This is an optimization exercise on Yosys and OpenROAD, whose aim is small area, a short achievable clock period and few clock cycles per item, not a production implementation. Function was checked by simulation only, so behaviour that the tests miss may differ from the original. No activity file was given, so power comes from the tool's default toggle rates.

== build 26 ==
==> flow/design.v (excerpt) <==
module message_fifo_with_search_unit (
    input  logic       i_clk,
    input  logic       i_rst_n,
    input  logic                             i_req_valid,
    output logic                             o_req_ready,
    input  logic        [mfs_pkg::REQ_W-1:0] i_req_type,
    input  logic        [mfs_pkg::SRC_W-1:0] i_req_source,
    input  logic signed [mfs_pkg::MSG_W-1:0] i_req_message,
    input  logic        [mfs_pkg::PRI_W-1:0] i_req_priority,
    output logic                             o_rsp_valid,
    input  logic                             i_rsp_ready,
    output logic                             o_rsp_ok,
    output logic        [mfs_pkg::SRC_W-1:0] o_rsp_source,
    output logic signed [mfs_pkg::MSG_W-1:0] o_rsp_message,
    output logic        [mfs_pkg::PRI_W-1:0] o_rsp_priority,
    output logic        [mfs_pkg::OCC_W-1:0] o_rsp_occupancy
);
    localparam int D = mfs_pkg::QUEUE_DEPTH;
    localparam int G = D / 4;
    logic [D-1:0]               r_valid;     
    logic                       r_b_valid;
    logic                       r_b_ok;      
    logic [D-1:0]               r_b_pick;    
    logic [G-1:0]               r_b_grp;     
    logic                       r_out_valid;
    logic                       r_both;      
    logic                       r_out_ok;
    logic [mfs_pkg::ENT_W-1:0]  r_out_entry;
    logic [mfs_pkg::OCC_W-1:0]  r_out_occ;
    logic                       accept;
    logic                       full;
    logic                       empty;
    logic                       is_enq, is_deq, is_srch, is_clr;
    logic                       shift;
    logic [D-1:0]               hit;
    logic [D-1:0]               front;
    logic [D-1:0]               cand;
  ...
clock: 5.0 ns
lec_check: 0
cap_margin: 20
core_margin: 2
core_utilization: 40
cts_cluster_diameter: 120
cts_cluster_size: 24
setup_slack_margin: 2.5
slew_margin: 20
standard.sh (not shown) runs the stock make flow with config.mk's settings and CLKGATE_MAP_FILE= SYNTH_SCRIPT=/design/flow/synth_recipe.tcl, a recipe that flattens the netlist after the stock synthesis.
==> flow/flow/run.sh <==
#!/bin/bash
# Layout flow: the standard flow (standard.sh, unchanged synthesis), with
# the input and output port buffers made from sky130_fd_sc_hd__buf_2 cells
# instead of the cell buffer_ports picks by default.
# The ORFS make output goes to standard.log; each step's own log is kept under
# orfs/logs/ by ORFS.
set -euo pipefail
export BUFFER_PORTS_ARGS="-buffer_cell sky130_fd_sc_hd__buf_2"
bash standard.sh > standard.log 2>&1
Testbench counts of build 26, summed over its fixed seeds: cycles 24,016, items 24,000.
## Diff of input files: build 6 against build 26
- CORE_UTILIZATION changed from 40 to 50
- CTS_BUF_LIST newly set to sky130_fd_sc_hd__clkbuf_8
- SETUP_SLACK_MARGIN changed from 2.5 to 2.7
- CTS_CLUSTER_DIAMETER changed from 120 to 90
- CTS_CLUSTER_SIZE changed from 24 to 14
## What came out
Going from build 26 to build 6, worst path arrival time has decreased; power has decreased. Diff build 26 -> build 6 | worst setup slack | increase of 0.18 ns.
Inputs modified between build 6 and build 77:
- CORE_UTILIZATION now 30, was 50
Results
- Switching share of power: build 77 vs build 6, no meaningful difference
- For build 77, the standard cell with the maximum stage delay on the critical path was edfxtp_1, unlike build 6, where it was nor4_2.
- Compared with build 6, in build 77 global-route wire length before repair rose about 0.4%; non-clock buffer count fell 36; number of sequential cells about even; worst-case setup margin in the final layout fell 0.11 ns.
- Relative to build 6, worst slew slack as a fraction of its limit has gone up in build 77.
- Netlist area before placement: build 77 vs build 6, no meaningful difference
- Build 77 — HPWL after detailed placement 1900 um higher, build 6 as reference
- Wire length: build 6 vs build 77 — no meaningful difference
What build 60 does differently from build 77 at the input level:
- changing CTS_CLUSTER_DIAMETER from 90 to 120
- changing CTS_CLUSTER_SIZE from 14 to 24
- changing CORE_UTILIZATION from 30 to 40
- removing CTS_BUF_LIST (formerly sky130_fd_sc_hd__clkbuf_8)
Findings:
- Taking build 77 as the reference point, the maximum achievable frequency of build 60 rises by 12 MHz.
- Non-clock buffer count for build 60: about 12% up relative to build 77
- Compared with build 77, build 60 shows a clock-buffer cell count that is 32% lower.
- Build 60 vs. build 77: internal power summed over all cells went up by 3.1%.
- Lower area growth from synthesis to layout among build 77 and build 60: build 77
- Taking build 77 over build 60, the final cell count ratio works out to 1.12.
- Compared to build 77, build 60 leaves less free space in the core.
- Looking at die area, build 60 sits about 25% below build 77.
- A path type of the worst min-delay path of in -> reg is what build 77 shows, while reg -> reg belongs to build 60.
- Relative to build 77, setup slack increased by 0.075 ns in build 60.
- In the metrics for build 77 and build 60, the one carrying the lower sequential share of layout area is build 60.
The following lists how build 95 was set up differently from build 60:
- an added CTS_BUF_LIST of sky130_fd_sc_hd__clkbuf_8
- a change of SETUP_SLACK_MARGIN from 2.7 to 2.6
- a change of CTS_CLUSTER_SIZE from 24 to 12
- a change of CTS_CLUSTER_DIAMETER from 120 to 80
## What came out
- Longest individual stage delay on the worst path, build 60 and build 95, higher one = build 95.
- Class of the tightest hold or removal check: in -> reg -> build 95, reg -> reg -> build 60
- Build 95 ended up with met2 as its peak-usage layer in the global routing report; build 60 ended up with met1.
- On cell area: between build 60 and build 95, it ends up higher for build 60.
- Worst hold slack across all endpoints came out lower on build 95 than on build 60.
- Build 95 against build 60; maximum VDD drop is down by more than a quarter.

[re-timing with driven ports]
In the flow no input, the clock included, has a driving cell. The finished layouts below were timed again as built, in two steps. Step 1 sets driving cells, clkbuf_16 on the clock port and buf_2 on the other inputs (assumed; they add their load-dependent delay and slew). Step 2 times the ports against the registers' clock, not the clock port: input delays grow and output delays shrink by t, the midpoint of the rising clock arrivals with the driver on. Three values: ideal, step 1, step 2; two values: the first two.
run | t, ns | slack for setup (ns) | hold WS [ns] | worst register clock-pin slew, ns | pins driven straight from the clock port
build 26 | 0.709 | 2.437 / 2.478 / 1.769 | 0.456 / 0.456 / 0.456 | 0.11 / 0.11 | 1
build 6 | 0.786 | 2.620 / 2.594 / 1.878 | 0.447 / 0.410 / 0.447 | 0.12 / 0.12 | 1
build 77 | 0.876 | 2.514 / 2.436 / 1.826 | 0.384 / 0.333 / 0.425 | 0.11 / 0.11 | 1
build 60 | 0.714 | 2.589 / 2.609 / 1.894 | 0.441 / 0.441 / 0.441 | 0.12 / 0.12 | 1
build 95 | 0.799 | 2.556 / 2.556 / 1.792 | 0.431 / 0.393 / 0.437 | 0.10 / 0.10 | 1
After both steps setup and hold are still met in every run listed. For build 95, which loses most, drivers alone change the setup slack by 0.000 ns; drivers and shift together by -0.764 ns.
